From an optimization exercise on the open Yosys and OpenROAD flow, aimed at small area; shortcuts taken in it are not production practice.
RTL that was checked went through simulation tests only; none was proved equivalent to the original.
Only the layout flow was run in runs 1 and 3 to 5; the RTL was not checked for function there.
No activity file was given, so power comes from the tool's default toggle rates.

`flow/flow/run.sh`:
```
#!/bin/bash
set -euo pipefail
export BUFFER_PORTS_ARGS="-buffer_cell sky130_fd_sc_hd__buf_1"
bash standard.sh > standard.log 2>&1
```
`flow/standard.sh`:
```
#!/bin/bash
# synth_recipe.tcl (not shown) runs the flow's synth.tcl, then flattens the netlist and writes it again
# the make line also repeats each setting of config.mk as NAME=value (left out here)
make -C /OpenROAD-flow-scripts/flow DESIGN_CONFIG=/design/flow/config.mk WORK_HOME=/design/flow/orfs CLKGATE_MAP_FILE= SYNTH_SCRIPT=/design/flow/synth_recipe.tcl "${@:-finish}"
```
`flow/config.mk`:
```
export PLATFORM = sky130hd
export DESIGN_NAME = bmp_stream_deframer
export DESIGN_NICKNAME = bmp_stream_deframer
export VERILOG_FILES = /design/flow/design.v
export SDC_FILE = /design/flow/constraint.sdc
export NUM_CORES = 4
export LEC_CHECK = 0
export CAP_MARGIN = 20
export CORE_MARGIN = 2
export CORE_UTILIZATION = 70
export CTS_BUF_LIST = sky130_fd_sc_hd__clkbuf_4
export PLACE_DENSITY = 0.8
export SLEW_MARGIN = 20
```
`flow/constraint.sdc`:
```
create_clock -name core_clock -period 7.0 [get_ports {clk}]
set_input_delay 1.4000 -clock core_clock [delete_from_list [all_inputs] [get_ports {clk}]]
set_output_delay 1.4000 -clock core_clock [all_outputs]
set_load 0.01 [all_outputs]
```
`flow/design.v`:
```
`timescale 1ns / 1ps
module bmp_stream_deframer (
  input  logic               clk,
  input  logic               rst,
  input  logic               in_valid,
  output logic               in_ready,
  input  logic [7:0]         data_byte,
  input  logic               end_of_stream,
  output logic               out_valid,
  input  logic               out_ready,
  output logic [1:0]         result_kind,
  output logic [7:0]         pixel_byte,
  output logic               row_end,
  output logic               image_end,
  output logic signed [31:0] image_width,
  output logic signed [31:0] image_height,
  output logic [15:0]        pixel_bits,
  output logic [31:0]        pixel_data_offset,
  output logic [1:0]         error_code
);
  localparam logic [2:0] PH_HEADER = 3'd0;
  localparam logic [2:0] PH_SKIP   = 3'd1;
  localparam logic [2:0] PH_ROW    = 3'd2;
  localparam logic [2:0] PH_PAD    = 3'd3;
  localparam logic [2:0] PH_WAIT   = 3'd4;
  localparam logic [5:0] HIDX_FIRST = 6'd2;
  localparam logic [5:0] HIDX_LAST  = 6'd55;
  logic [7:0] ib_data;
  logic       ib_eos;
  assign ib_data = data_byte;
  assign ib_eos  = end_of_stream;
  logic [2:0]  phase, phase_next;
  logic [5:0]  hidx, hidx_next;       
  logic [31:0] off_q, off_next;       
  logic [31:0] wid_q, wid_next;
  logic [31:0] hgt_q, hgt_next;       
  logic [15:0] bpp_q, bpp_next;
  logic       yield, is_hdr, is_pix, is_err;
  logic [1:0] err;
  logic       res_row_end, res_image_end;
  logic       step;
  logic off_hi_zero, off_lt54, off_eq54, off_eq55;
  logic w_pos, h_pos, empty;
  logic last_row_byte, last_image;
  logic enter_row;
  assign off_hi_zero   = (off_q[31:6] == 26'd0);
  assign off_lt54      = off_hi_zero && (off_q[5:0] < 6'd54);
  assign off_eq54      = off_hi_zero && (off_q[5:0] == 6'd54);
  assign off_eq55      = off_hi_zero && (off_q[5:0] == 6'd55);
  assign w_pos         = !wid_q[31] && (wid_q[30:0] != 31'd0);
  assign h_pos         = !hgt_q[31] && (hgt_q[30:0] != 31'd0);
  assign empty         = !(w_pos && h_pos);
  assign last_row_byte = (off_q == 32'd1) && (hidx[1:0] == 2'd2);
  assign last_image    = last_row_byte && (hgt_q == 32'd1);
  always_comb begin
    phase_next    = phase;
    hidx_next     = hidx;
    off_next      = off_q;
    wid_next      = wid_q;
    hgt_next      = hgt_q;
    bpp_next      = bpp_q;
    yield         = 1'b0;
    is_hdr        = 1'b0;
    is_pix        = 1'b0;
    err           = 2'd0;
    res_row_end   = 1'b0;
    res_image_end = 1'b0;
    enter_row     = 1'b0;
    case (phase)
      PH_HEADER: begin
        if ((hidx == 6'd2 && ib_data != 8'h42) || (hidx == 6'd3 && ib_data != 8'h4D)) begin
          yield      = 1'b1;
          err        = 2'd1;
          phase_next = PH_WAIT;
        end else begin
          case (hidx)
            6'd12: off_next[7:0]   = ib_data;
            6'd13: off_next[15:8]  = ib_data;
            6'd14: off_next[23:16] = ib_data;
            6'd15: off_next[31:24] = ib_data;
            6'd20: wid_next[7:0]   = ib_data;
            6'd21: wid_next[15:8]  = ib_data;
            6'd22: wid_next[23:16] = ib_data;
            6'd23: wid_next[31:24] = ib_data;
            6'd24: hgt_next[7:0]   = ib_data;
            6'd25: hgt_next[15:8]  = ib_data;
            6'd26: hgt_next[23:16] = ib_data;
            6'd27: hgt_next[31:24] = ib_data;
            6'd30: bpp_next[7:0]   = ib_data;
            6'd31: bpp_next[15:8]  = ib_data;
            default: ;
          endcase
          if (hidx != HIDX_LAST) begin
            hidx_next = hidx + 6'd1;
            if (ib_eos) begin
              yield = 1'b1;
              err   = 2'd2;
            end
          end else if (off_lt54) begin
            yield      = 1'b1;
            err        = 2'd3;
            phase_next = PH_WAIT;
          end else if (ib_eos && !empty) begin
            yield = 1'b1;
            err   = 2'd2;
          end else begin
            yield         = 1'b1;
            is_hdr        = 1'b1;
            res_image_end = empty;
            if (empty) begin
              phase_next = PH_WAIT;
            end else if (off_eq54) begin
              enter_row = 1'b1;
            end else begin
              phase_next = PH_SKIP;
            end
          end
        end
      end
      PH_SKIP: begin
        if (ib_eos) begin
          yield = 1'b1;
          err   = 2'd2;
        end else if (off_eq55) begin
          enter_row = 1'b1;
        end else begin
          off_next = off_q - 32'd1;
        end
      end
      PH_ROW: begin
        if (ib_eos && !last_image) begin
          yield = 1'b1;
          err   = 2'd2;
        end else begin
          yield         = 1'b1;
          is_pix        = 1'b1;
          res_row_end   = last_row_byte;
          res_image_end = last_image;
        end
        if (last_row_byte) begin
          off_next       = wid_q;
          hgt_next       = hgt_q - 32'd1;
          hidx_next[1:0] = 2'd0 - wid_q[1:0];
          if (last_image) begin
            phase_next = PH_WAIT;
          end else if (wid_q[1:0] != 2'd0) begin
            phase_next = PH_PAD;
          end
        end else if (hidx[1:0] == 2'd2) begin
          hidx_next[1:0] = 2'd0;
          off_next       = off_q - 32'd1;
        end else begin
          hidx_next[1:0] = hidx[1:0] + 2'd1;
        end
      end
      PH_PAD: begin
        if (ib_eos) begin
          yield = 1'b1;
          err   = 2'd2;
        end
        hidx_next[1:0] = hidx[1:0] + 2'd1;
        if (hidx[1:0] == 2'd3) begin
          phase_next = PH_ROW;
        end
      end
      default: ;
    endcase
    if (enter_row) begin
      off_next       = wid_q;
      hidx_next[1:0] = 2'd0;
      phase_next     = PH_ROW;
    end
    if (ib_eos) begin
      phase_next = PH_HEADER;
      hidx_next  = HIDX_FIRST;
    end
  end
  assign is_err    = yield && !is_hdr && !is_pix;
  assign in_ready  = out_ready;
  assign step      = in_valid && out_ready;
  assign out_valid = step && yield;
  assign result_kind       = {is_err, is_hdr};
  assign pixel_byte        = is_pix ? ib_data : 8'd0;
  assign row_end           = res_row_end;
  assign image_end         = res_image_end;
  assign error_code        = is_err ? err : 2'd0;
  assign image_width       = is_hdr ? wid_q : 32'd0;
  assign image_height      = is_hdr ? hgt_q : 32'd0;
  assign pixel_bits        = is_hdr ? bpp_q : 16'd0;
  assign pixel_data_offset = is_hdr ? off_q : 32'd0;
  always_ff @(posedge clk) begin
    if (rst) begin
      phase <= PH_HEADER;
      hidx  <= HIDX_FIRST;
    end else if (step) begin
      phase <= phase_next;
      hidx  <= hidx_next;
    end
  end
  always_ff @(posedge clk) begin
    if (step) begin
      off_q <= off_next;
      wid_q <= wid_next;
      hgt_q <= hgt_next;
      bpp_q <= bpp_next;
    end
  end
endmodule
```
==> summary.txt, run 1 <==
* Pwr Total at 0.00148 W
* Share of cells above drive strength 1 at 0.0597
* Post-layout min period at 5.84 ns
* DRC violations left at 0
* Final core occ at 0.810
* Syn_area_per_cell at 10.0 um^2
* CP Cell Sequence: or4_1, or3b_1, nor4_1, nor2_1, a21oi_4, buf_4, and2_1, buf_1
* Pwr dens at 177 nW/um^2
* Fin crit share at 0.834
* Tot GR Track Use at 0.365
* P&R area growth vs syn at 11.9%
* Post-synthesis register bit count at 121
* Die ar. at 11500 um^2
* Vias at 6575
* Fmax at 171 MHz
* Peak VDD IR at 0.126 mV
* Asr flop ratio synth at 0
* Layout Nets at 903
* Placer Congestion at 0.989
* Crit start category: flop
* Top cell type's share of synthesized area at 0.450
* Die Ht at 107 um
* Initial antenna violation count at 0
* Clock root buffer: clkbuf_4
* Slew @ Worst Pin at 1.06 ns
* Global-route wire length before repair at 31600 um
* Pre-antenna DRT Iters at 7
* CP max-delay cell: a21oi_4
* Setup Viol. Count Final at 0
* Synth unique cells at 60
* Leakage at 2.78 nW
* Layout Skew at 0.0212 ns
* CTS sink cnt at 121
* Synth Instances at 747
* # diodes at 0
* WL/cell at 20.3 um
* Area leader, netlist: edfxtp_1
* Port Buf Inserts at 140
* Dpl hpwl at 14400 um
* Worst slew margin at 0.293
* Largest net degree at the start of global routing at 56
* CTS buffer count at 17
* Commonest non-fill, non-tap cells in the layout: buf_1 (140), and2_1 (128), edfxtp_1 (112)
* CP endpoint kind: output port
* Net count after synthesis at 772
* Mapped cell area at 7470 um^2
* Iter 0 DRT Violations at 603
* Crit path kind: reg2out
* Warnings, synthesis at 1
* Most common cell after layout, fill and taps aside: buf_1
* Post-synth top flop: edfxtp_1
* Post-synthesis sequential area ratio at 0.474
* Post-route ant nets at 0
* Die X at 107 um
* IO Count at 141
* Grt ovf at 0
* Post-synth EDFFs at 112
* FILL cells at 663
* H-tree depth at 4
* Status: no timing/DRC/antenna violations
* TritonCTS clock tree: yes
* DRT Wirelength at 20700 um
* Min Hold Slack at 0.596 ns
* RSZ-0062 raised after global routing: no
* Max cap viols at 0
* Site Rows at 37
* Hold Buf Count CTS at 0
* Effective utilization at floorplan at 0.724
* Clock Path Buffers at 2
* Number of global-route vias before repair at 5989
* Synth area leaders: edfxtp_1 (45%), and2_1 (11%), xnor2_1 (5.2%)
* CP peak stage delay at 0.87 ns
* Placed Cells at 995
* Worst EP required at 5.60 ns
* Final hold violations at 0
* Buffer count from post-CTS setup fixing at 0
* Hold Crit Class: reg2reg
* Vias per cell at 6.42
* WP data arrival at 4.44 ns
* Worst-skew pair later-pin latency at 0.56 ns
* Setup TNS at 0 ns
* Final std cells w/o fill at 1024
* Post_cts resized at 0
* Fin. max-slew vios at 0
* Crit-path max FO at 55
* Worst-path clk slew at 0.11 ns
* Core area at 10300 um^2
## routing by layer
layer  vias up  GRT usage  wire (um)
met5         -          0          0
met4         0      0.167        929
met3        87     0.0817       2330
met2       488      0.584       9680
met1      3028      0.478       7800
li1       2972          -          -
## registers in the layout, indices dropped and copies added, names as in the netlist
signal  count
hgt_q      32
phase       3
off_q      32
bpp_q      16
wid_q      32
hidx        6
## final timing paths
kind,start,end,slack [ns],depth (start not counted)
min,hidx[5]$_SDFFE_PP0P_,hidx[5]$_SDFFE_PP0P_,0.60,2
max reg2reg,off_q[14]$_DFFE_PP_,off_q[14]$_DFFE_PP_,2.64,7
min reg2reg,hidx[5]$_SDFFE_PP0P_,hidx[5]$_SDFFE_PP0P_,0.60,2
max,hgt_q[13]$_DFFE_PP_,image_width[2],1.16,8
## cells by family (layout without fill, tap and decap cells)
logic type	count (synthesis)	after routing	synth area share
flip-flops	121	121	0.474
AND/OR/NAND/NOR	350	350	0.268
AO/OA/AOI/OAI	151	151	0.131
XOR/XNOR	61	61	0.0715
adder cells (fa/ha/maj)	12	12	0.0201
buffers and inverters	50	191	0.0327
multiplexers	2	2	0.00268
## cells in the mapped netlist, types with 3 or more instances
library cell	count
a22o_1	32
o21ai_1	34
nand2b_1	5
or3_1	12
clkbuf_1	16
and2_1	128
o21bai_1	3
nor2b_1	5
a21oi_1	41
buf_4	4
nor3b_1	3
nand2_1	39
or4b_2	3
a31oi_1	6
inv_1	12
or4_1	11
nand4_1	7
buf_2	15
buf_6	3
nor3_1	26
dfxtp_1	9
o21ai_0	11
ha_1	12
nor2_1	55
or2_2	4
o31a_1	3
edfxtp_1	112
a21boi_1	4
nand3_1	11
xor2_1	17
nor4_1	23
xnor2_1	44
## worst max-delay path, delay by kind of cell, from the launching register on
kind            cells  cell delay [ns]
simple gates        5             1.95
compound gates      1             0.87
buf+inv             2             0.56
flops               1             0.50
## through the flow
| stage | area, um^2 | worst slack [ns] |
|---|---|---|
| floorplan | 7470 | 2.65 |
| global placement | 8060 | 1.88 |
| detailed placement | 8070 | 1.77 |
| CTS | 8360 | 1.16 |
| global route | 8360 | 0.844 |
| finish | 8360 | 1.16 |
## power breakdown
part / total, W / internal (W) / switching (W)
sequential: 0.000805 / 0.000799 / 0.00000591
clock: 0.000537 / 0.000276 / 0.000261
combinational: 0.000135 / 0.0000465 / 0.0000889
## area by class of cell
| type | count | area [um^2] | share of cell area |
|---|---|---|---|
| clock buffers | 18 | 135 | 0.0162 |
| inverters | 12 | 45.0 | 0.00539 |
| clock inverters | 11 | 156 | 0.0187 |
| repair buffers | 150 | 601 | 0.0718 |
| flip-flops and latches | 121 | 3540 | 0.424 |
| multi-input cells | 576 | 3710 | 0.444 |
| well taps | 136 | 170 | 0.0204 |
==> run 2, diff against run 1 <==
--- a/flow/design.v
+++ b/flow/design.v
@@ -26,8 +26,7 @@
   localparam logic [5:0] HIDX_FIRST = 6'd2;
   localparam logic [5:0] HIDX_LAST  = 6'd55;
+  logic       ib_valid;
   logic [7:0] ib_data;
   logic       ib_eos;
-  assign ib_data = data_byte;
-  assign ib_eos  = end_of_stream;
   logic [2:0]  phase, phase_next;
   logic [5:0]  hidx, hidx_next;       
@@ -177,7 +176,7 @@
   end
   assign is_err    = yield && !is_hdr && !is_pix;
-  assign in_ready  = out_ready;
-  assign step      = in_valid && out_ready;
-  assign out_valid = step && yield;
+  assign step      = ib_valid && (out_ready || !yield);
+  assign in_ready  = !ib_valid || out_ready || !yield;
+  assign out_valid = ib_valid && yield;
   assign result_kind       = {is_err, is_hdr};
   assign pixel_byte        = is_pix ? ib_data : 8'd0;
@@ -191,4 +190,17 @@
   always_ff @(posedge clk) begin
     if (rst) begin
+      ib_valid <= 1'b0;
+    end else if (in_ready) begin
+      ib_valid <= in_valid;
+    end
+  end
+  always_ff @(posedge clk) begin
+    if (in_ready) begin
+      ib_data <= data_byte;
+      ib_eos  <= end_of_stream;
+    end
+  end
+  always_ff @(posedge clk) begin
+    if (rst) begin
       phase <= PH_HEADER;
       hidx  <= HIDX_FIRST;
==> flow/run.sh (new file) <==
#!/bin/bash
# synth_recipe.tcl (not shown) runs the flow's synth.tcl, then flattens the netlist and writes it again
# the make line also repeats each setting of config.mk as NAME=value (left out here)
make -C /OpenROAD-flow-scripts/flow DESIGN_CONFIG=/design/flow/config.mk WORK_HOME=/design/flow/orfs CLKGATE_MAP_FILE= SYNTH_SCRIPT=/design/flow/synth_recipe.tcl finish
--- a/flow/config.mk
+++ b/flow/config.mk
@@ -8,6 +8,5 @@
 export CAP_MARGIN = 20
 export CORE_MARGIN = 2
-export CORE_UTILIZATION = 70
-export CTS_BUF_LIST = sky130_fd_sc_hd__clkbuf_4
-export PLACE_DENSITY = 0.8
+export CORE_UTILIZATION = 40
+export PLACE_DENSITY = 0.6
 export SLEW_MARGIN = 20
removed: flow/flow/run.sh
removed: flow/standard.sh
==> summary.txt, run 2 <==
* Post-route ant nets at 0
* Status: no timing/DRC/antenna violations
* Largest regs: hgt_q x32, off_q x32, wid_q x32
* Hold depth at 2
* Initial antenna violation count at 0
* Site Rows at 51
* Port Buf Inserts at 140
* Setup Viol. Count Final at 0
* Setup slack, reg-to-reg at 2.64 ns
* Core area at 19300 um^2
* CTS buffer count at 17
* Most common cell in the netlist: and2_1
* Fin crit share at 0.820
* Area of placed instances at 9350 um^2
* Hold Buf Count CTS at 0
* P&R area growth vs syn at 27.9%
* CP Cell Sequence: or4_4, or4_4, or4b_1, or3_4, a21oi_2, and2_1, clkdlybuf4s50_1
* Top cell type's share of synthesized area at 0.467
* Worst R2R Start: off_q[20]$_DFFE_PP_
* Pwr Total at 0.00181 W
* CP bufs+invs at 1
* Reg2Reg Depth at 7
* CTS sink cnt at 131
* Buffer count from post-CTS setup fixing at 0
* IO Count at 141
* Pre-antenna DRT Iters at 5
* Effective utilization at floorplan at 0.404
* Layout Nets at 911
* Warnings, synthesis at 1
* Syn_area_per_cell at 10.2 um^2
* Setup TNS at 0 ns
* WP data arrival at 4.34 ns
* Die X at 143 um
* Post-synth top flop: edfxtp_1
* CP most frequent cell: or4_4
* Pwr dens at 182 nW/um^2
* Worst EP required at 5.60 ns
* Min-Delay Endpoint: ib_valid$_SDFFE_PP0P_
* Fin. max-slew vios at 0
* Min Hold Slack at 0.530 ns
* Worst slew margin at 0.311
* Post-synthesis register bit count at 131
* Most common cell after layout, fill and taps aside: clkdlybuf4s50_1
* Number of global-route vias before repair at 6336
* DRC violations left at 0
* Synth unique cells at 63
* Crit-path max FO at 10
* Crit path kind: reg2out
* Layout Skew at 0.0123 ns
* Vias per cell at 5.58
* Post_cts resized at 0
* Post-synth EDFFs at 121
* Synth top cells by count: and2_1 (127), edfxtp_1 (121), nor2_1 (57), xnor2_1 (42), a21oi_1 (41)
* Max cap viols at 0
* Dpl hpwl at 16300 um
* Iter 0 DRT Violations at 520
* Share of cells above drive strength 1 at 0.0568
* Peak VDD IR at 0.171 mV
* Leakage at 3.26 nW
* Clock Path Buffers at 2
* Commonest non-fill, non-tap cells in the layout: clkdlybuf4s50_1 (140), and2_1 (127), edfxtp_1 (121)
* Synth Instances at 763
* Fmax at 174 MHz
* CP peak stage delay at 0.73 ns
* Hold Crit Class: reg2reg
* Clock root buffer: clkbuf_16
* Synth area leaders: edfxtp_1 (47%), and2_1 (10%), xnor2_1 (4.7%)
* Crit path max-delay family: simple AND/OR/NAND/NOR gates
* Final core occ at 0.516
* Final hold violations at 0
* Crit start category: flop
* Mapped cell area at 7780 um^2
* DRT Wirelength at 22900 um
* Tot GR Track Use at 0.227
* Hold path start: ib_valid$_SDFFE_PP0P_
* # diodes at 0
* Die Ht at 143 um
* Area leader, netlist: edfxtp_1
* Post-synthesis sequential area ratio at 0.493
* Asr flop ratio synth at 0
* Design Area, Final at 9950 um^2
* Net count after synthesis at 788
* H-tree depth at 4
* TritonCTS clock tree: yes
* FF-to-FF End: off_q[18]$_DFFE_PP_
* Vias at 6490
* Global-route wire length before repair at 35400 um
* Grt ovf at 0
* Worst-skew pair later-pin latency at 0.43 ns
* Post-layout min period at 5.74 ns
* WL/cell at 19.7 um
* CP endpoint kind: output port
* RSZ-0062 raised after global routing: no
* Placer Congestion at 0.913
* Worst-path clk slew at 0.06 ns
* CP max-delay cell: or4b_1
* Die ar. at 20600 um^2
* Slew @ Worst Pin at 1.03 ns
* Largest net degree at the start of global routing at 82
run 2: cell types whose count changed in the layout (fill, tap and decap cells not counted), moves of 17 or more:
cell / before / now
buf_1: 140 / 0
clkdlybuf4s50_1: 0 / 140
o21ai_1: 34 / 2
o21ai_0: 11 / 39
clkbuf_4: 18 / 0
clkbuf_16: 0 / 17
run 2: worst max-delay path by stage:
stage | from | cells past startpoint | to | slack, ns
2_1_floorplan | off_q[22]$_DFFE_PP_ | 8 | result_kind[1] | 2.67
3_3_place_gp | hgt_q[25]$_DFFE_PP_ | 8 | image_height[13] | 1.35
3_5_place_dp | hgt_q[25]$_DFFE_PP_ | 8 | image_height[13] | 1.21
4_1_cts | hgt_q[25]$_DFFE_PP_ | 8 | image_height[13] | 0.73
5_1_grt | hgt_q[25]$_DFFE_PP_ | 8 | image_height[13] | 1.07
6_report | off_q[20]$_DFFE_PP_ | 7 | pixel_byte[2] | 1.26
run 2: through the flow:
step	instances	setup WS (ns)
floorplan	763	2.67
global placement	1130	1.35
detailed placement	1130	1.21
CTS	1161	0.729
global route	1163	1.07
finish	1163	1.26
run 2: kinds of logic (layout without fill, tap and decap cells):
family	Yosys count	after routing	share of synthesized area
adders and majority gates	12	12	0.0193
muxes	3	3	0.00386
DFF	131	131	0.493
buffers and inverters	56	191	0.0349
AOI/OAI and AO/OA	154	154	0.129
and+or+nand+nor	347	347	0.252
xor gates and xnor gates	60	60	0.0675
run 2: layout make-up:
class	instances	area [um^2]
Timing Repair Buffer	146	1470
Inverter	14	52.6
Clock inverter	11	113
Tap cell	265	332
Sequential cell	131	3830
Multi-Input combinational cell	576	3710
Fill cell	1765	9320
Clock buffer	20	437
run 2: power by group:
| part | switching [W] | total, W | internal (W) |
|---|---|---|---|
| Clock | 0.000332 | 0.000850 | 0.000517 |
| Sequential | 0.0000175 | 0.000884 | 0.000866 |
| Combinational | 0.0000427 | 0.0000747 | 0.0000320 |
run 2: metal layers:
layer	vias up	wire length (um)	GRT usage
li1	3036	-	-
met1	3122	9730	0.297
met2	285	11000	0.368
met3	47	1530	0.0433
met4	0	631	0.0975
met5	-	0	0
run 2: worst min-delay path: stages, from the launching register on:
cell and delay, ns:
dfxtp_1 0.31, nand2_1 0.10, o31ai_1 0.07
==> run 3, diff against run 2 <==
--- a/flow/design.v
+++ b/flow/design.v
@@ -26,7 +26,8 @@
   localparam logic [5:0] HIDX_FIRST = 6'd2;
   localparam logic [5:0] HIDX_LAST  = 6'd55;
-  logic       ib_valid;
   logic [7:0] ib_data;
   logic       ib_eos;
+  assign ib_data = data_byte;
+  assign ib_eos  = end_of_stream;
   logic [2:0]  phase, phase_next;
   logic [5:0]  hidx, hidx_next;       
@@ -176,7 +177,7 @@
   end
   assign is_err    = yield && !is_hdr && !is_pix;
-  assign step      = ib_valid && (out_ready || !yield);
-  assign in_ready  = !ib_valid || out_ready || !yield;
-  assign out_valid = ib_valid && yield;
+  assign in_ready  = out_ready;
+  assign step      = in_valid && out_ready;
+  assign out_valid = step && yield;
   assign result_kind       = {is_err, is_hdr};
   assign pixel_byte        = is_pix ? ib_data : 8'd0;
@@ -190,17 +191,4 @@
   always_ff @(posedge clk) begin
     if (rst) begin
-      ib_valid <= 1'b0;
-    end else if (in_ready) begin
-      ib_valid <= in_valid;
-    end
-  end
-  always_ff @(posedge clk) begin
-    if (in_ready) begin
-      ib_data <= data_byte;
-      ib_eos  <= end_of_stream;
-    end
-  end
-  always_ff @(posedge clk) begin
-    if (rst) begin
       phase <= PH_HEADER;
       hidx  <= HIDX_FIRST;
==> flow/flow/run.sh (new file) <==
#!/bin/bash
# Layout flow: the standard synthesis, then an area-oriented re-mapping of the
# combinational logic only (every register instance is kept as synthesis made it, with
# its name and cell type), then the standard layout with buf_1 port buffers.
# Each tool's full output is kept in a log file in this folder (and ORFS's own logs
# under orfs/logs).
set -euo pipefail
HERE=$(pwd)
RES=$HERE/orfs/results/$FLOW_PLATFORM/bmp_stream_deframer/base
LOGS=$HERE/orfs/logs/$FLOW_PLATFORM/bmp_stream_deframer/base

# 1. standard synthesis
bash standard.sh synth > standard_synth.log 2>&1

# 2. re-map the combinational logic for area
cp "$RES/1_2_yosys.v" "$HERE/synth_standard.v"
export REMAP_IN=$HERE/synth_standard.v
export REMAP_OUT=$HERE/synth_remap.v
export REMAP_LIB=$FLOW_HOME/platforms/$FLOW_PLATFORM/lib/sky130_fd_sc_hd__tt_025C_1v80.lib
export REMAP_ABC=$HERE/flow/remap.abc
export REMAP_DONT_USE="$(grep -o -- '-dont_use [A-Za-z0-9_]*' "$LOGS/1_2_yosys.log" | sort -u | tr '\n' ' ')"
export REMAP_SEQ="$(grep -o 'sky130_fd_sc_hd__[a-z0-9_]*' "$REMAP_IN" | sort -u | grep -E '__(e?s?df|dl|sdl)' | tr '\n' ' ')"
yosys -c flow/remap.tcl > remap_yosys.log 2>&1
cp "$REMAP_OUT" "$RES/1_2_yosys.v"
touch "$RES/1_2_yosys.v"

# 3. standard layout from the re-mapped netlist, small port buffers
export BUFFER_PORTS_ARGS="-buffer_cell sky130_fd_sc_hd__buf_1"
bash standard.sh > standard.log 2>&1
==> flow/flow/remap.abc (new file) <==
strash
&get -n
&st
&syn2
&dch -f
&nf -a -R 1000
&put
==> flow/flow/remap.tcl (new file) <==
yosys read_liberty -ignore_miss_func $::env(REMAP_LIB)
yosys read_verilog $::env(REMAP_IN)
yosys hierarchy -top $::env(FLOW_TOP)
foreach c $::env(REMAP_SEQ) { yosys setattr -mod -set keep_hierarchy 1 $c }
yosys flatten
yosys opt_clean -purge
yosys abc -liberty $::env(REMAP_LIB) {*}$::env(REMAP_DONT_USE) -script $::env(REMAP_ABC)
yosys opt_clean -purge
yosys stat -liberty $::env(REMAP_LIB)
yosys select $::env(FLOW_TOP)
yosys write_verilog -noattr -selected $::env(REMAP_OUT)
==> flow/standard.sh (new file) <==
#!/bin/bash
# synth_recipe.tcl (not shown) runs the flow's synth.tcl, then flattens the netlist and writes it again
# the make line also repeats each setting of config.mk as NAME=value (left out here)
make -C /OpenROAD-flow-scripts/flow DESIGN_CONFIG=/design/flow/config.mk WORK_HOME=/design/flow/orfs CLKGATE_MAP_FILE= SYNTH_SCRIPT=/design/flow/synth_recipe.tcl "${@:-finish}"
--- a/flow/config.mk
+++ b/flow/config.mk
@@ -8,5 +8,6 @@
 export CAP_MARGIN = 20
 export CORE_MARGIN = 2
-export CORE_UTILIZATION = 40
-export PLACE_DENSITY = 0.6
+export CORE_UTILIZATION = 70
+export CTS_BUF_LIST = sky130_fd_sc_hd__clkbuf_4
+export PLACE_DENSITY = 0.8
 export SLEW_MARGIN = 20
removed: flow/run.sh
==> summary.txt, run 3 <==
* Status: aborted with a tool error
* Syn_area_per_cell at 10.1 um^2
* Die Ht at 102 um
* CTS buffer count at 17
* Error Message: [ERROR GRT-0232] Routing congestion too high. Check the congestion heatmap in the GUI.
* Placed Cells at 959
* H-tree depth at 4
* Placer Congestion at 0.969
* Largest net degree at the start of global routing at 44
* Hold Buf Count CTS at 0
* Dpl hpwl at 13500 um
* Site Rows at 35
* Warnings, synthesis at 1
* Mapped cell area at 6690 um^2
* Last stage: global routing (5_1_grt)
* GRT worst endpoint: pixel_data_offset[23]
* Port Buf Inserts at 140
* Grt ovf at 115
* Clock root buffer: clkbuf_4
* Worst endpoint type: output port
* Die X at 102 um
* Net count after synthesis at 674
* Clock Path Buffers at 2
* Effective utilization at floorplan at 0.724
* Pre-CTS WS at -0.357 ns
* IO Count at 141
* Synth Instances at 661
* Tot GR Track Use at 0.810
run 3: metal layers:
layer	track usage	GRT overflow
met3	0.618	0
met1	0.812	0
met4	0.875	41
met2	0.986	74
met5	0.163	0
run 3: worst max-delay path by stage:
stage	endpoint	start	slack, ns
after CTS	image_height[30]	hgt_q[2]$_DFFE_PP_	-0.83
after detailed placement	pixel_bits[8]	hgt_q[2]$_DFFE_PP_	-0.36
after global placement	error_code[1]	hgt_q[2]$_DFFE_PP_	-0.16
after floorplan	image_height[0]	hgt_q[1]$_DFFE_PP_	-0.99
run 3: power by group through the flow:
stage / Combinational, W / Clock, W / Sequential, W
after CTS: 0.000130 / 0.000532 / 0.000807
after floorplan: 0.0000818 / 0 / 0.000821
after detailed placement: 0.000126 / 0 / 0.000823
after global placement: 0.000120 / 0 / 0.000823
run 3: metrics by stage:
| step | setup TNS [ns] | hold WS (ns) | area, um^2 |
|---|---|---|---|
| 3_3_place_gp | -15.98 | 0.539 | 7720 |
| 3_5_place_dp | -32.67 | 0.565 | 7720 |
| 4_1_cts | -89.35 | 0.584 | 8630 |
| 2_1_floorplan | -108.20 | 0.512 | 6810 |
run 3: repair_timing:
item | 4_1_cts
gates resized for setup | 147
endpoints found under the setup margin | 114
gates cloned | 7
pin swaps | 16
buffers inserted | 16
==> run 4, diff against run 3 <==
--- a/flow/config.mk
+++ b/flow/config.mk
@@ -8,6 +8,6 @@
 export CAP_MARGIN = 20
 export CORE_MARGIN = 2
-export CORE_UTILIZATION = 70
+export CORE_UTILIZATION = 60
 export CTS_BUF_LIST = sky130_fd_sc_hd__clkbuf_4
-export PLACE_DENSITY = 0.8
+export PLACE_DENSITY = 0.75
 export SLEW_MARGIN = 20
==> summary.txt, run 4 <==
* Status: failed layout checks
* Layout check failures: negative setup slack
* Hold path start: hidx[2]$_SDFFE_PP0P_
* Min Hold Slack at 0.582 ns
* Worst EP required at 5.60 ns
* RSZ-0062 raised after global routing: yes
* Initial antenna violation count at 0
* Iter 0 DRT Violations at 910
* Die Ht at 110 um
* CP Cell Sequence: or3_4, or2_4, nor2_4, nand2_2, nor2_4, nand2_2, or3_4, or3_4, or3_4, or3_4, or3_4, or2_4, or3_4, or3_4, or2_4, or3_4, or2_4, nor2_4, nor4_4, a21oi_4, buf_6, clkbuf_16, and2_1, buf_2
* Fmax at 123 MHz
* Crit path max-delay family: simple AND/OR/NAND/NOR gates
* CP most frequent cell: or3_4
* CTS sink cnt at 121
* H-tree depth at 4
* Net count after synthesis at 674
* Leakage at 3.56 nW
* Number of global-route vias before repair at 6494
* Placed Cells at 974
* Hold Crit Class: reg2reg
* WP data arrival at 6.73 ns
* CTS buffer count at 17
* Dpl hpwl at 14500 um
* Global-route wire length before repair at 35700 um
* Setup Viol. Count Final at 114
* Crit path setup slack, layout at -1.13 ns
* Crit-path max FO at 10
* Effective utilization at floorplan at 0.617
* Worst slew margin at 0.260
* DRC violations left at 0
* Layout Nets at 909
* Vias at 7043
* Largest regs: hgt_q x32, off_q x32, wid_q x32
* Layout Skew at 0.0210 ns
* Most common cell after layout, fill and taps aside: edfxtp_1
* Worst Setup SP: hgt_q[0]$_DFFE_PP_
* Pre-antenna DRT Iters at 8
* Largest net degree at the start of global routing at 44
* DRT Wirelength at 25800 um
* Fin crit share at 1.16
* Hold depth at 2
* Worst-path clk slew at 0.12 ns
* Mapped cell area at 6690 um^2
* Synth Instances at 661
* Port Buf Inserts at 140
* Clock root buffer: clkbuf_4
* Tot GR Track Use at 0.406
* Commonest non-fill, non-tap cells in the layout: edfxtp_1 (112), buf_2 (90), and2_1 (86)
* Reg2Reg Depth at 27
* Die ar. at 12000 um^2
* FF-to-FF End: off_q[5]$_DFFE_PP_
* Syn_area_per_cell at 10.1 um^2
* CP peak stage delay at 0.41 ns
* Crit path to: pixel_bits[7]
* Final hold violations at 0
* Clock Path Buffers at 2
* Worst-skew pair later-pin latency at 0.55 ns
* Final core occ at 0.829
* Final std cells w/o fill at 1050
* Grt ovf at 0
* Warnings, synthesis at 1
* Pwr dens at 168 nW/um^2
* P&R area growth vs syn at 34.3%
* Setup TNS at -117.07 ns
* Die X at 110 um
* Vias per cell at 6.71
* Post-route ant nets at 0
* Share of cells above drive strength 1 at 0.293
* Peak VDD IR at 0.109 mV
* Setup slack, reg-to-reg at 0.15 ns
* WL/cell at 24.5 um
* Max cap viols at 0
* Post-layout min period at 8.13 ns
* Slew @ Worst Pin at 1.10 ns
* Site Rows at 38
* Crit path kind: reg2out
* Fin. max-slew vios at 0
* Crit start category: flop
* Crit path depth at 24
* CP bufs+invs at 3
* CP max-delay cell: edfxtp_1
* CP endpoint kind: output port
* Core area at 10800 um^2
* Worst R2R Start: hgt_q[0]$_DFFE_PP_
* TritonCTS clock tree: yes
* Placer Congestion at 0.948
* Pre-CTS WS at -0.348 ns
* IO Count at 141
run 4: what timing repair did:
action	in CTS	in global routing
gates cloned	6	3
endpoints found under the setup margin	146	146
hold buffers	0	0
pin swaps	14	7
resized for setup	137	46
setup buffers	32	4
run 4: worst min path at each step:
stage | end | slack [ns]
after global routing | hidx[2]$_SDFFE_PP0P_ | 0.61
final | hidx[2]$_SDFFE_PP0P_ | 0.58
after floorplan | hidx[3]$_SDFFE_PP0P_ | 0.51
after CTS | hidx[2]$_SDFFE_PP0P_ | 0.58
after detailed placement | hidx[3]$_SDFFE_PP0P_ | 0.56
after global placement | hidx[3]$_SDFFE_PP0P_ | 0.55
run 4: metrics by stage:
stage	total power, W	area (um^2)
2_1_floorplan	0.000903	6810
3_3_place_gp	0.000948	7770
3_5_place_dp	0.000953	7770
4_1_cts	0.00149	8740
5_1_grt	0.00154	8990
6_report	0.00151	8990
run 4: routing by layer:
| layer | routed length, um | GRT usage |
|---|---|---|
| met2 | 12000 | 0.648 |
| met5 | 0 | 0 |
| met1 | 8800 | 0.499 |
| met3 | 3190 | 0.108 |
| met4 | 1760 | 0.233 |
run 4: power by group:
| part | internal [W] | switching, W |
|---|---|---|
| Clock | 0.000283 | 0.000283 |
| Combinational | 0.0000443 | 0.0000960 |
| Sequential | 0.000800 | 0.00000840 |
| Total | 0.00113 | 0.000388 |
run 4: layout make-up:
| class | count | area [um^2] |
|---|---|---|
| clock buffer | 18 | 135 |
| fill | 626 | 1850 |
| multi-input combinational | 534 | 3330 |
| sequential | 121 | 3540 |
| antenna | 1 | 2.50 |
| inverter | 6 | 22.5 |
| timing repair buffer | 216 | 1600 |
| clock inverter | 14 | 179 |
| tap | 140 | 175 |
run 4: worst register-to-register path: cells and delay by family (launching register included):
kind / cells / cell delay [ns]
DFF: 1 / 0.41
and+or+nand+nor: 22 / 5.23
AOI/OAI and AO/OA: 2 / 0.45
buffers and inverters: 3 / 0.51
==> run 5, diff against run 4 <==
==> flow/flow/remap.abc (replaced) <==
strash
&get -n
&st
&syn2
&dch -f
&nf -R 20
&put
--- a/flow/config.mk
+++ b/flow/config.mk
@@ -8,6 +8,6 @@
 export CAP_MARGIN = 20
 export CORE_MARGIN = 2
-export CORE_UTILIZATION = 60
+export CORE_UTILIZATION = 55
 export CTS_BUF_LIST = sky130_fd_sc_hd__clkbuf_4
-export PLACE_DENSITY = 0.75
+export PLACE_DENSITY = 0.7
 export SLEW_MARGIN = 20
==> summary.txt, run 5 <==
* Iter 0 DRT Violations at 658
* Worst slew margin at 0.377
* Layout Skew at 0.0176 ns
* Post-layout min period at 5.76 ns
* CP peak stage delay at 0.75 ns
* Die ar. at 13100 um^2
* P&R area growth vs syn at 15.8%
* Tot GR Track Use at 0.303
* Hold depth at 2
* Leakage at 2.42 nW
* Clock Path Buffers at 2
* Die X at 115 um
* Number of global-route vias before repair at 5510
* Pwr dens at 182 nW/um^2
* Grt ovf at 0
* Clock root buffer: clkbuf_4
* Vias per cell at 6.09
* Peak VDD IR at 0.154 mV
* Hold Crit Class: reg2reg
* Design Area, Final at 7800 um^2
* # diodes at 0
* Worst-skew pair later-pin latency at 0.54 ns
* Die Ht at 115 um
* Final core occ at 0.652
* Crit path kind: reg2out
* CP bufs+invs at 3
* Port Buf Inserts at 140
* Setup TNS at 0 ns
* CP Cell Sequence: nand2_1, nor2_1, nand2_1, a211oi_1, clkinv_1, a21oi_4, buf_4, and2_0, buf_1
* Setup Viol. Count Final at 0
* CP endpoint kind: output port
* Crit path max-delay family: compound AO/OA/AOI/OAI gates
* Final hold violations at 0
* Most common cell after layout, fill and taps aside: buf_1
* WP data arrival at 4.36 ns
* Fmax at 173 MHz
* FILL cells at 1028
* Hold Buf Count CTS at 0
* Post-route ant nets at 0
* Pwr Total at 0.00142 W
* CP max-delay cell: a21oi_4
* RSZ-0062 raised after global routing: no
* Initial antenna violation count at 0
* Net count after synthesis at 668
* Warnings, synthesis at 1
* Crit path depth at 9
* CP most frequent cell: nand2_1
* Share of cells above drive strength 1 at 0.0492
* Area of placed instances at 7510 um^2
* DRC violations left at 0
* Fin crit share at 0.823
* Post_cts resized at 0
* CTS buffer count at 17
* Crit start category: flop
* CTS sink cnt at 121
* Synth Instances at 655
* Min Hold Slack at 0.621 ns
* Effective utilization at floorplan at 0.563
* Placer Congestion at 0.932
* Largest net degree at the start of global routing at 69
* Buffer count from post-CTS setup fixing at 0
* Global-route wire length before repair at 30000 um
* Mapped cell area at 6740 um^2
* Crit-path max FO at 68
* Vias at 5970
* Status: no timing/DRC/antenna violations
* Commonest non-fill, non-tap cells in the layout: buf_1 (140), and2_0 (115), edfxtp_1 (112)
* Largest regs: hgt_q x32, off_q x32, wid_q x32
* Worst EP required at 5.60 ns
* Site Rows at 40
* IO Count at 141
* Core area at 12000 um^2
* Syn_area_per_cell at 10.3 um^2
* Max cap viols at 0
* Slew @ Worst Pin at 0.926 ns
* Reg2Reg Depth at 7
* Pre-antenna DRT Iters at 5
* WL/cell at 20.1 um
* Fin. max-slew vios at 0
* Dpl hpwl at 13900 um
* Layout Nets at 833
* TritonCTS clock tree: yes
* Worst-path clk slew at 0.12 ns
* H-tree depth at 4
* DRT Wirelength at 19700 um
## run 5: changes by cell type in the layout (fill, tap and decap cells not counted), sizes merged, moves of 4 or more
cell	previous run	this run
buf	212	146
nor2	61	49
nor3	30	21
o21ai	64	55
xor2	13	19
a21o	3	8
clkbuf	22	17
a31oi	18	22
nand2	45	49
or2	6	10
or4	1	5
## run 5: per-layer routing
| layer | GRT usage | vias to the layer above | part of all wire |
|---|---|---|---|
| met4 | 0.135 | 0 | 0.035 |
| met2 | 0.478 | 319 | 0.46 |
| li1 | - | 2808 | - |
| met5 | 0 | - | 0 |
| met1 | 0.408 | 2801 | 0.42 |
| met3 | 0.0609 | 42 | 0.085 |
## run 5: final timing paths
kind | to | from | slack [ns]
max | image_width[29] | hidx[0]$_SDFFE_PP0P_ | 1.24
min | hidx[2]$_SDFFE_PP0P_ | hidx[2]$_SDFFE_PP0P_ | 0.62
max reg2reg | hgt_q[30]$_DFFE_PP_ | off_q[10]$_DFFE_PP_ | 2.65
min reg2reg | hidx[2]$_SDFFE_PP0P_ | hidx[2]$_SDFFE_PP0P_ | 0.62
## run 5: area by class of cell
class	instances	area, um^2	area share
clock buffers	17	128	0.0164
clock inverters	15	150	0.0192
inverters	7	26.3	0.00337
multi-input cells	527	3200	0.410
flip-flops and latches	121	3540	0.454
well taps	147	184	0.0236
repair buffers	146	571	0.0731
## run 5: worst min-delay path: stages (launching register included)
cell     delay [ns]
dfxtp_1        0.41
nor2_1         0.13
nor3b_1        0.05
## run 5: stage by stage
stage          cells  worst slack [ns]
2_1_floorplan    655             0.504
3_3_place_gp     948              1.81
3_5_place_dp     948              1.76
4_1_cts          980              1.21
5_1_grt          980             0.772
6_report         980              1.24
## run 5: where the power goes
group	switching [W]	total [W]	internal (W)
registers	0.00000664	0.000805	0.000799
logic	0.0000843	0.000125	0.0000407
clock network	0.000282	0.000493	0.000211
==> run 6, diff against run 5 <==
==> flow/design.v (replaced) <==
`timescale 1ns / 1ps
module bmp_stream_deframer (
  input  logic               clk,
  input  logic               rst,
  input  logic               in_valid,
  output logic               in_ready,
  input  logic [7:0]         data_byte,
  input  logic               end_of_stream,
  output logic               out_valid,
  input  logic               out_ready,
  output logic [1:0]         result_kind,
  output logic [7:0]         pixel_byte,
  output logic               row_end,
  output logic               image_end,
  output logic signed [31:0] image_width,
  output logic signed [31:0] image_height,
  output logic [15:0]        pixel_bits,
  output logic [31:0]        pixel_data_offset,
  output logic [1:0]         error_code
);
  localparam logic [2:0] PH_HEADER = 3'd0;
  localparam logic [2:0] PH_SKIP   = 3'd1;
  localparam logic [2:0] PH_ROW    = 3'd2;
  localparam logic [2:0] PH_PAD    = 3'd3;
  localparam logic [2:0] PH_WAIT   = 3'd4;
  localparam logic [5:0] HIDX_FIRST = 6'd2;
  localparam logic [5:0] HIDX_LAST  = 6'd55;
  logic [2:0]  phase, phase_next;
  logic [5:0]  hidx, hidx_next;       
  logic [31:0] off_q;                 
  logic [31:0] wid_q;
  logic [31:0] hgt_q;                 
  logic [15:0] bpp_q;
  logic       yield, is_hdr, is_pix, is_err;
  logic [1:0] err;
  logic       res_row_end, res_image_end;
  logic       step;
  logic       off_load_w, off_dec, hgt_dec;
  logic [3:0] ld_off, ld_wid, ld_hgt;
  logic [1:0] ld_bpp;
  logic off_hi_zero, off_lt54, off_eq54, off_eq55;
  logic w_pos, h_pos, empty;
  logic last_row_byte, last_image;
  logic enter_row;
  logic in_header;
  assign off_hi_zero   = (off_q[31:6] == 26'd0);
  assign off_lt54      = off_hi_zero && (off_q[5:0] < 6'd54);
  assign off_eq54      = off_hi_zero && (off_q[5:0] == 6'd54);
  assign off_eq55      = off_hi_zero && (off_q[5:0] == 6'd55);
  assign w_pos         = !wid_q[31] && (wid_q[30:0] != 31'd0);
  assign h_pos         = !hgt_q[31] && (hgt_q[30:0] != 31'd0);
  assign empty         = !(w_pos && h_pos);
  assign last_row_byte = (off_q == 32'd1) && (hidx[1:0] == 2'd2);
  assign last_image    = last_row_byte && (hgt_q == 32'd1);
  assign in_header = (phase == PH_HEADER);
  always_comb begin
    for (int k = 0; k < 4; k++) begin
      ld_off[k] = in_header && (hidx == 6'd12 + 6'(k));
      ld_wid[k] = in_header && (hidx == 6'd20 + 6'(k));
      ld_hgt[k] = in_header && (hidx == 6'd24 + 6'(k));
    end
    for (int k = 0; k < 2; k++) begin
      ld_bpp[k] = in_header && (hidx == 6'd30 + 6'(k));
    end
  end
  always_comb begin
    phase_next    = phase;
    hidx_next     = hidx;
    off_load_w    = 1'b0;
    off_dec       = 1'b0;
    hgt_dec       = 1'b0;
    yield         = 1'b0;
    is_hdr        = 1'b0;
    is_pix        = 1'b0;
    err           = 2'd0;
    res_row_end   = 1'b0;
    res_image_end = 1'b0;
    enter_row     = 1'b0;
    case (phase)
      PH_HEADER: begin
        if ((hidx == 6'd2 && data_byte != 8'h42) || (hidx == 6'd3 && data_byte != 8'h4D)) begin
          yield      = 1'b1;
          err        = 2'd1;
          phase_next = PH_WAIT;
        end else if (hidx != HIDX_LAST) begin
          hidx_next = hidx + 6'd1;
          if (end_of_stream) begin
            yield = 1'b1;
            err   = 2'd2;
          end
        end else if (off_lt54) begin
          yield      = 1'b1;
          err        = 2'd3;
          phase_next = PH_WAIT;
        end else if (end_of_stream && !empty) begin
          yield = 1'b1;
          err   = 2'd2;
        end else begin
          yield         = 1'b1;
          is_hdr        = 1'b1;
          res_image_end = empty;
          if (empty) begin
            phase_next = PH_WAIT;
          end else if (off_eq54) begin
            enter_row = 1'b1;
          end else begin
            phase_next = PH_SKIP;
          end
        end
      end
      PH_SKIP: begin
        if (end_of_stream) begin
          yield = 1'b1;
          err   = 2'd2;
        end else if (off_eq55) begin
          enter_row = 1'b1;
        end else begin
          off_dec = 1'b1;
        end
      end
      PH_ROW: begin
        if (end_of_stream && !last_image) begin
          yield = 1'b1;
          err   = 2'd2;
        end else begin
          yield         = 1'b1;
          is_pix        = 1'b1;
          res_row_end   = last_row_byte;
          res_image_end = last_image;
        end
        if (last_row_byte) begin
          off_load_w     = 1'b1;
          hgt_dec        = 1'b1;
          hidx_next[1:0] = 2'd0 - wid_q[1:0];
          if (last_image) begin
            phase_next = PH_WAIT;
          end else if (wid_q[1:0] != 2'd0) begin
            phase_next = PH_PAD;
          end
        end else if (hidx[1:0] == 2'd2) begin
          hidx_next[1:0] = 2'd0;
          off_dec        = 1'b1;
        end else begin
          hidx_next[1:0] = hidx[1:0] + 2'd1;
        end
      end
      PH_PAD: begin
        if (end_of_stream) begin
          yield = 1'b1;
          err   = 2'd2;
        end
        hidx_next[1:0] = hidx[1:0] + 2'd1;
        if (hidx[1:0] == 2'd3) begin
          phase_next = PH_ROW;
        end
      end
      default: ;
    endcase
    if (enter_row) begin
      off_load_w     = 1'b1;
      hidx_next[1:0] = 2'd0;
      phase_next     = PH_ROW;
    end
    if (end_of_stream) begin
      phase_next = PH_HEADER;
      hidx_next  = HIDX_FIRST;
    end
  end
  assign is_err    = yield && !is_hdr && !is_pix;
  assign in_ready  = out_ready;
  assign step      = in_valid && out_ready;
  assign out_valid = step && yield;
  assign result_kind       = {is_err, is_hdr};
  assign pixel_byte        = is_pix ? data_byte : 8'd0;
  assign row_end           = res_row_end;
  assign image_end         = res_image_end;
  assign error_code        = is_err ? err : 2'd0;
  assign image_width       = is_hdr ? wid_q : 32'd0;
  assign image_height      = is_hdr ? hgt_q : 32'd0;
  assign pixel_bits        = is_hdr ? bpp_q : 16'd0;
  assign pixel_data_offset = is_hdr ? off_q : 32'd0;
  always_ff @(posedge clk) begin
    if (rst) begin
      phase <= PH_HEADER;
      hidx  <= HIDX_FIRST;
    end else if (step) begin
      phase <= phase_next;
      hidx  <= hidx_next;
    end
  end
  logic [31:0] off_d, hgt_d;
  always_comb begin
    off_d = off_q - {31'd0, step && off_dec};
    if (step && off_load_w) off_d = wid_q;
    hgt_d = hgt_q - {31'd0, step && hgt_dec};
    for (int k = 0; k < 4; k++) begin
      if (step && ld_off[k]) off_d[8*k +: 8] = data_byte;
      if (step && ld_hgt[k]) hgt_d[8*k +: 8] = data_byte;
    end
  end
  always_ff @(posedge clk) begin
    off_q <= off_d;
    hgt_q <= hgt_d;
  end
  always_ff @(posedge clk) begin
    for (int k = 0; k < 4; k++) begin
      if (step && ld_wid[k]) wid_q[8*k +: 8] <= data_byte;
    end
    for (int k = 0; k < 2; k++) begin
      if (step && ld_bpp[k]) bpp_q[8*k +: 8] <= data_byte;
    end
  end
endmodule
==> flow/flow/remap.abc (replaced) <==
strash
&get -n
&st
&syn2
&dch -f
&nf -R 50
&put
--- a/flow/config.mk
+++ b/flow/config.mk
@@ -9,5 +9,6 @@
 export CORE_MARGIN = 2
 export CORE_UTILIZATION = 55
-export CTS_BUF_LIST = sky130_fd_sc_hd__clkbuf_4
+export CTS_BUF_LIST = sky130_fd_sc_hd__clkbuf_8
+export CTS_CLUSTER_SIZE = 16
 export PLACE_DENSITY = 0.7
 export SLEW_MARGIN = 20
==> summary.txt, run 6 <==
* Status: no timing/DRC/antenna violations
* Synth Instances at 712
* Hold Crit Class: reg2reg
* Post-layout min period at 5.41 ns
* FILL cells at 944
* Die X at 111 um
* Clock root buffer: clkbuf_8
* Worst-skew pair later-pin latency at 0.45 ns
* Die ar. at 12200 um^2
* CP peak stage delay at 0.59 ns
* Uppermost layer routed: met4
* Slew @ Worst Pin at 1.03 ns
* Port Buf Inserts at 140
* Sequential cell area at 2900 um^2
* H-tree depth at 4
* Warnings, synthesis at 1
* Fin. max-slew vios at 0
* Mapped cell area at 6240 um^2
* Multi-input logic area at 3340 um^2
* Placer Congestion at 0.918
* M1 WL at 8090 um
* CP endpoint kind: output port
* Effective utilization at floorplan at 0.571
* Initial antenna violation count at 0
* Layout Skew at 0.00722 ns
* CP bufs+invs at 1
* DRT Wirelength at 18900 um
* Largest regs: hgt_q x32, off_q x32, wid_q x32
* Share of cells above drive strength 1 at 0.0554
* Post_cts resized at 0
* Fmax at 185 MHz
* WL/cell at 18.1 um
* Worst EP required at 5.60 ns
* Hold Buf Count CTS at 0
* Dpl hpwl at 13100 um
* Vias per cell at 5.87
* Pwr Total at 0.00179 W
* Commonest non-fill, non-tap cells in the layout: buf_1 (140), and2_0 (124), nand2_1 (85)
* Grt ovf at 0
* WP data arrival at 4.01 ns
* Iter 0 DRT Violations at 519
* Clock Path Buffers at 2
* P&R area growth vs syn at 20.3%
* Crit path kind: reg2out
* Final core occ at 0.686
* Pre-antenna DRT Iters at 5
* CTS buffer count at 17
* Max cap viols at 0
* CP max-delay cell: nor4_1
* Largest net degree at the start of global routing at 64
* Number of global-route vias before repair at 5603
* Met3 WL post-DR at 1590 um
* Vias at 6119
* Leakage at 2.58 nW
* Die Ht at 111 um
* Syn_area_per_cell at 8.76 um^2
* CTS sink cnt at 121
* DRC violations left at 0
* Most common cell after layout, fill and taps aside: buf_1
* Global-route wire length before repair at 29700 um
* Pwr dens at 238 nW/um^2
* Final hold violations at 0
* Worst slew margin at 0.311
* TritonCTS clock tree: yes
* Core area at 10900 um^2
* Tot GR Track Use at 0.305
* Setup TNS at 0 ns
* RSZ-0062 raised after global routing: no
* Layout Nets at 902
* Worst-path clk slew at 0.08 ns
* Site Rows at 38
* Fin crit share at 0.772
* Crit start category: flop
* Crit path max-delay family: simple AND/OR/NAND/NOR gates
* Buffer count from post-CTS setup fixing at 0
* IO Count at 141
* Peak VDD IR at 0.218 mV
* # diodes at 0
* CP Cell Sequence: or4_1, nor4_1, nand4_1, nor2_1, nand4b_1, a21oi_1, and2_0, buf_1
* Met2 Wirelength at 8790 um
* Crit-path max FO at 10
* Post-route ant nets at 0
* Setup Viol. Count Final at 0
* Net count after synthesis at 725
==> run 6: layer usage <==
metal,global-route usage,vias up
met1,0.405,2852
li1,-,2936
met5,0,-
met3,0.0708,37
met4,0.0933,0
met2,0.499,294
==> run 6: worst register-to-register path: stages, from the launching register on <==
cell and delay, ns:
dfxtp_1 0.37, or4_1 0.56, nor4_1 0.59, nand4_1 0.30, or3_1 0.52, or2_0 0.33
nor2_1 0.35, nand2_1 0.21, nor2_1 0.23, nand2_1 0.15, or3_1 0.43, or4_1 0.48
xor2_1 0.16, a21oi_1 0.08
==> run 6: per-stage QoR <==
stage	instances	hold slack, ns	area (um^2)	setup slack [ns]
2_1_floorplan	712	0.448	6240	1.26
3_3_place_gp	1010	0.470	7100	1.49
3_5_place_dp	1010	0.469	7100	1.36
4_1_cts	1042	0.483	7510	1.67
5_1_grt	1042	0.497	7510	1.35
6_report	1042	0.495	7510	1.59
==> run 6: layout make-up <==
class                   instances  share of cell area
clock buffers                  17              0.0312
clock inverters                15              0.0233
inverters                       4             0.00200
multi-input cells             587               0.446
flip-flops and latches        121               0.387
well taps                     140              0.0233
repair buffers                158              0.0880
==> run 6: power breakdown <==
group / leakage, nW / switching, W / total [W] / internal [W]
combinational: 1.36 / 0.000144 / 0.000253 / 0.000109
sequential: 1.03 / 0.0000887 / 0.000884 / 0.000795
clock: 0.196 / 0.000299 / 0.000651 / 0.000352
==> run 6: worst paths after layout <==
path	slack (ns)	from	end	cells past startpoint
worst max-delay path	1.59	off_q[24]$_DFF_P_	pixel_byte[7]	8
worst min-delay path	0.50	hgt_q[13]$_DFF_P_	hgt_q[13]$_DFF_P_	2
worst max register to register	2.11	off_q[24]$_DFF_P_	hgt_q[31]$_DFF_P_	13
worst min register to register	0.50	hgt_q[13]$_DFF_P_	hgt_q[13]$_DFF_P_	2
==> run 7, diff against run 6 <==
--- a/flow/config.mk
+++ b/flow/config.mk
@@ -9,6 +9,5 @@
 export CORE_MARGIN = 2
 export CORE_UTILIZATION = 55
-export CTS_BUF_LIST = sky130_fd_sc_hd__clkbuf_8
-export CTS_CLUSTER_SIZE = 16
+export CTS_BUF_LIST = sky130_fd_sc_hd__clkbuf_4 sky130_fd_sc_hd__clkbuf_8
 export PLACE_DENSITY = 0.7
 export SLEW_MARGIN = 20
==> summary.txt, run 7 <==
* Status: no timing/DRC/antenna violations
* CP peak stage delay at 0.58 ns
* Share of cells above drive strength 1 at 0.0565
* Fmax at 185 MHz
* Crit path depth at 8
* Pwr Total at 0.00179 W
* Setup TNS at 0 ns
* P&R area growth vs syn at 20.4%
* IO Count at 141
* Crit path setup slack, layout at 1.60 ns
* Max cap viols at 0
* CP Cell Sequence: or4_1, nor4_1, nand4_1, nor2_1, nand4b_1, a21oi_1, and2_0, buf_1
* Crit path max-delay family: simple AND/OR/NAND/NOR gates
* Fin. max-slew vios at 0
* Largest regs: hgt_q x32, off_q x32, wid_q x32
* FF-to-FF End: hgt_q[31]$_DFF_P_
* CP max-delay cell: nor4_1
* Final hold violations at 0
* Hold Buf Count CTS at 0
* Grt ovf at 0
* Min-Delay Endpoint: hgt_q[13]$_DFF_P_
* Worst R2R Start: off_q[24]$_DFF_P_
* Hold depth at 2
* Mapped cell area at 6240 um^2
* RSZ-0062 raised after global routing: no
* Crit start category: flop
* DRC violations left at 0
* Number of global-route vias before repair at 5602
* Pre-antenna DRT Iters at 6
* Hold path start: hgt_q[13]$_DFF_P_
* Die ar. at 12200 um^2
* Worst-skew pair later-pin latency at 0.45 ns
* DRT Wirelength at 18800 um
* Setup slack, reg-to-reg at 2.12 ns
* Peak VDD IR at 0.217 mV
* Net count after synthesis at 725
* TritonCTS clock tree: yes
* Clock Path Buffers at 2
* Layout Skew at 0.00909 ns
* Crit-path max FO at 10
* Most common cell after layout, fill and taps aside: buf_1
* Reg2Reg Depth at 13
* Initial antenna violation count at 0
* Placer Congestion at 0.918
* Synth Instances at 712
* Vias at 6111
* Effective utilization at floorplan at 0.571
* CTS buffer count at 17
* Crit path kind: reg2out
* Warnings, synthesis at 1
* Die X at 111 um
* Post-route ant nets at 0
* Iter 0 DRT Violations at 551
* Hold Crit Class: reg2reg
* H-tree depth at 4
* Largest net degree at the start of global routing at 64
* Global-route wire length before repair at 29600 um
* Port Buf Inserts at 140
* Post-layout min period at 5.40 ns
* # diodes at 0
* Worst slew margin at 0.325
* CP endpoint kind: output port
* WP data arrival at 4.00 ns
* CP bufs+invs at 1
* WL/cell at 18.1 um
* Worst-path clk slew at 0.08 ns
* Slew @ Worst Pin at 1.01 ns
* Core area at 10900 um^2
* CTS sink cnt at 121
* Die Ht at 111 um
* Post_cts resized at 0
* Buffer count from post-CTS setup fixing at 0
* Worst EP required at 5.60 ns
* Pre-CTS WS at 1.36 ns
* Syn_area_per_cell at 8.76 um^2
* Setup Viol. Count Final at 0
* Vias per cell at 5.86
* Dpl hpwl at 13100 um
* Final core occ at 0.687
* Commonest non-fill, non-tap cells in the layout: buf_1 (140), and2_0 (124), nand2_1 (85)
* Fin crit share at 0.772
* Clock root buffer: clkbuf_8
* Layout Nets at 902
* Pwr dens at 239 nW/um^2
* Tot GR Track Use at 0.305
* Site Rows at 38
* Leakage at 2.58 nW
[run 7: cell count changes in the layout (fill, tap and decap cells not counted)]
cell / change
inv_1: -1
clkbuf_4: +1
[run 7: through the flow]
| step | instance area [um^2] | hold slack, ns | cells |
|---|---|---|---|
| global placement | 7100 | 0.470 | 1010 |
| detailed placement | 7100 | 0.469 | 1010 |
| floorplan | 6240 | 0.448 | 712 |
| global route | 7510 | 0.497 | 1042 |
| finish | 7510 | 0.492 | 1042 |
| CTS | 7510 | 0.483 | 1042 |
[run 7: layer usage]
metal,part of all wire,up-vias,GRT usage
met5,0,-,0
met4,0.020,0,0.0933
met3,0.087,39,0.0708
met2,0.47,290,0.499
met1,0.42,2850,0.404
li1,-,2932,-
[run 7: final cells by class]
| class | count | area [um^2] |
|---|---|---|
| Sequential cell | 121 | 2900 |
| Multi-Input combinational cell | 587 | 3340 |
| Inverter | 4 | 15.0 |
| Clock inverter | 14 | 171 |
| Timing Repair Buffer | 158 | 661 |
| Fill cell | 944 | 3420 |
| Tap cell | 140 | 175 |
| Clock buffer | 18 | 241 |
[run 7: worst max-delay path by stage]
| stage | endpoint | start | slack [ns] |
|---|---|---|---|
| floorplan | image_height[0] | hgt_q[10]$_DFF_P_ | 1.26 |
| global placement | off_q[28]$_DFF_P_ | out_ready | 1.49 |
| detailed placement | off_q[28]$_DFF_P_ | out_ready | 1.36 |
| CTS | pixel_byte[7] | off_q[24]$_DFF_P_ | 1.67 |
| global route | pixel_byte[1] | off_q[24]$_DFF_P_ | 1.35 |
| finish | pixel_byte[0] | off_q[24]$_DFF_P_ | 1.60 |
[run 7: power breakdown]
part | total (W) | internal [W] | leakage (nW) | switching (W)
combinational | 0.000253 | 0.000109 | 1.36 | 0.000144
clock | 0.000657 | 0.000358 | 0.195 | 0.000300
sequential | 0.000884 | 0.000795 | 1.03 | 0.0000886
[run 7: tightest hold or removal path, delay by kind of cell (launching register included)]
kind | cells | cell delay (ns)
AO/OA/AOI/OAI | 2 | 0.12
flip-flops | 1 | 0.32
==> run 8, diff against run 7 <==
--- a/flow/flow/run.sh
+++ b/flow/flow/run.sh
@@ -2,5 +2,6 @@
 # Layout flow: the standard synthesis, then an area-oriented re-mapping of the
 # combinational logic only (every register instance is kept as synthesis made it, with
-# its name and cell type), then the standard layout with buf_1 port buffers.
+# its name and cell type), then the standard layout with buf_1 port buffers and a clock tree
+# without dummy loads.
 # Each tool's full output is kept in a log file in this folder (and ORFS's own logs
 # under orfs/logs).
@@ -27,3 +28,5 @@
 # 3. standard layout from the re-mapped netlist, small port buffers
 export BUFFER_PORTS_ARGS="-buffer_cell sky130_fd_sc_hd__buf_1"
+# clock tree: ORFS's own arguments, plus those in flow/cts_args (no dummy loads)
+export CTS_ARGS="-sink_clustering_enable -repair_clock_nets $(cat flow/cts_args)"
 bash standard.sh > standard.log 2>&1
==> flow/flow/cts_args (new file) <==
-buf_list sky130_fd_sc_hd__clkbuf_4 -dont_use_dummy_load -sink_clustering_size 10
--- a/flow/config.mk
+++ b/flow/config.mk
@@ -9,5 +9,4 @@
 export CORE_MARGIN = 2
 export CORE_UTILIZATION = 55
-export CTS_BUF_LIST = sky130_fd_sc_hd__clkbuf_4 sky130_fd_sc_hd__clkbuf_8
 export PLACE_DENSITY = 0.7
 export SLEW_MARGIN = 20
==> summary.txt, run 8 <==
* Post-route ant nets at 0
* Crit-path max FO at 10
* CP Cell Sequence: or4_1, nor4_1, nand4_1, nor2_1, nand4b_1, a21oi_1, and2_0, buf_1
* Fin. max-slew vios at 0
* Pre-CTS WS at 1.36 ns
* Buffer count from post-CTS setup fixing at 0
* Pre-antenna DRT Iters at 5
* Core area at 10900 um^2
* P&R area growth vs syn at 15.8%
* Mapped cell area at 6240 um^2
* Crit path max-delay family: simple AND/OR/NAND/NOR gates
* CP max-delay cell: a21oi_1
* Final core occ at 0.661
* Fmax at 182 MHz
* Effective utilization at floorplan at 0.571
* Placer Congestion at 0.918
* Initial antenna violation count at 0
* Die Ht at 111 um
* DRT Wirelength at 18600 um
* Commonest non-fill, non-tap cells in the layout: buf_1 (140), and2_0 (124), nand2_1 (85)
* Layout Skew at 0.0354 ns
* Most common cell after layout, fill and taps aside: buf_1
* Vias at 6065
* CP endpoint kind: output port
* Fin crit share at 0.785
* Global-route wire length before repair at 29200 um
* Slew @ Worst Pin at 1.01 ns
* Layout Nets at 902
* # diodes at 0
* Status: no timing/DRC/antenna violations
* Share of cells above drive strength 1 at 0.0428
* RSZ-0062 raised after global routing: no
* Synth Instances at 712
* Max cap viols at 0
* Syn_area_per_cell at 8.76 um^2
* Post_cts resized at 0
* TritonCTS clock tree: yes
* Largest net degree at the start of global routing at 64
* Final hold violations at 0
* Grt ovf at 0
* Largest regs: hgt_q x32, off_q x32, wid_q x32
* Worst-path clk slew at 0.11 ns
* Crit path kind: reg2out
* Clock Path Buffers at 2
* WL/cell at 18.1 um
* Worst EP required at 5.60 ns
* Pwr dens at 202 nW/um^2
* Site Rows at 38
* Tot GR Track Use at 0.300
* Crit start category: flop
* Pwr Total at 0.00146 W
* CTS buffer count at 17
* Dpl hpwl at 13100 um
* Post-layout min period at 5.49 ns
* Port Buf Inserts at 140
* Worst-skew pair later-pin latency at 0.53 ns
* Worst slew margin at 0.320
* Vias per cell at 5.91
* Setup TNS at 0 ns
* H-tree depth at 4
* CTS sink cnt at 121
* Die X at 111 um
* CP peak stage delay at 0.58 ns
* WP data arrival at 4.09 ns
* Die ar. at 12200 um^2
* Setup Viol. Count Final at 0
* Warnings, synthesis at 1
* IO Count at 141
* Hold Crit Class: reg2reg
* CP bufs+invs at 1
* Iter 0 DRT Violations at 494
* Peak VDD IR at 0.159 mV
* Hold Buf Count CTS at 0
* Net count after synthesis at 725
* DRC violations left at 0
* Clock root buffer: clkbuf_4
* Crit path setup slack, layout at 1.51 ns
* Leakage at 2.46 nW
* Number of global-route vias before repair at 5523
==> run 8: worst min-delay path: cells and delay by family (launching register included) <==
family	cells	cell delay, ns
flops	1	0.34
compound gates	2	0.11
==> run 8: routing by layer <==
metal,GRT usage,up-vias,part of all wire
met5,0,-,0
met2,0.485,299,0.46
met3,0.0642,39,0.086
met1,0.399,2806,0.43
li1,-,2921,-
met4,0.104,0,0.025
==> run 8: cell type report <==
class / count / area, um^2
multi-input cells: 587 / 3340
inverters: 4 / 15.0
clock buffers: 17 / 128
repair buffers: 158 / 661
well taps: 140 / 175
flip-flops and latches: 121 / 2900
fillers: 975 / 3710
==> run 8: path summary, 6_finish.rpt <==
kind / start / end / slack (ns) / depth (start not counted)
setup / recovery: off_q[24]$_DFF_P_ / pixel_byte[0] / 1.51 / 8
hold / removal: hgt_q[13]$_DFF_P_ / hgt_q[13]$_DFF_P_ / 0.49 / 2
setup reg to reg: off_q[24]$_DFF_P_ / hgt_q[31]$_DFF_P_ / 2.19 / 13
hold reg to reg: hgt_q[13]$_DFF_P_ / hgt_q[13]$_DFF_P_ / 0.49 / 2
==> run 8: per-stage QoR <==
stage | hold slack [ns] | cells | cell area [um^2]
final | 0.491 | 1027 | 7230
after floorplan | 0.448 | 712 | 6240
after global placement | 0.470 | 1010 | 7100
after global routing | 0.502 | 1027 | 7230
after detailed placement | 0.469 | 1010 | 7100
after CTS | 0.487 | 1027 | 7230
==> run 8: power breakdown <==
| group | switching [W] | internal (W) |
|---|---|---|
| registers | 0.0000873 | 0.000795 |
| clock network | 0.000217 | 0.000111 |
| logic | 0.000143 | 0.000109 |
| total | 0.000447 | 0.00101 |

==> what the ideal ports hide <==
The flow's constraints put no driver on any port. The routed layouts listed below were extracted and timed again, unchanged, in two steps. Step 1 assumes that a clkbuf_16 drives the clock port and a buf_2 every other input. Step 2 adds t to the input delays and takes it off the output delays; t is the mean of the earliest and latest rising clock arrival at the registers after step 1. Input paths then give back, and output paths get back, about the clock's delay inside the block. Slacks: no drivers / after step 1 / after step 2; pairs: no drivers / after step 1.
| run | t, ns | setup WS [ns] | slew at the worst register clock pin (ns) |
|---|---|---|---|
| run 1 | 0.579 | 1.161 / 1.127 / 1.707 | 0.11 / 0.11 |
| run 2 | 0.465 | 1.262 / 1.220 / 1.685 | 0.06 / 0.06 |
| run 4 | 0.577 | -1.130 / -1.165 / -0.588 | 0.12 / 0.12 |
| run 5 | 0.567 | 1.236 / 1.203 / 1.756 | 0.12 / 0.12 |
| run 6 | 0.483 | 1.595 / 1.555 / 1.244 | 0.08 / 0.08 |
| run 7 | 0.482 | 1.598 / 1.560 / 1.268 | 0.08 / 0.08 |
| run 8 | 0.551 | 1.506 / 1.470 / 1.246 | 0.11 / 0.11 |
The setup slack of run 6, which loses most, moves by -0.040 ns with the drivers and by -0.351 ns with both steps.
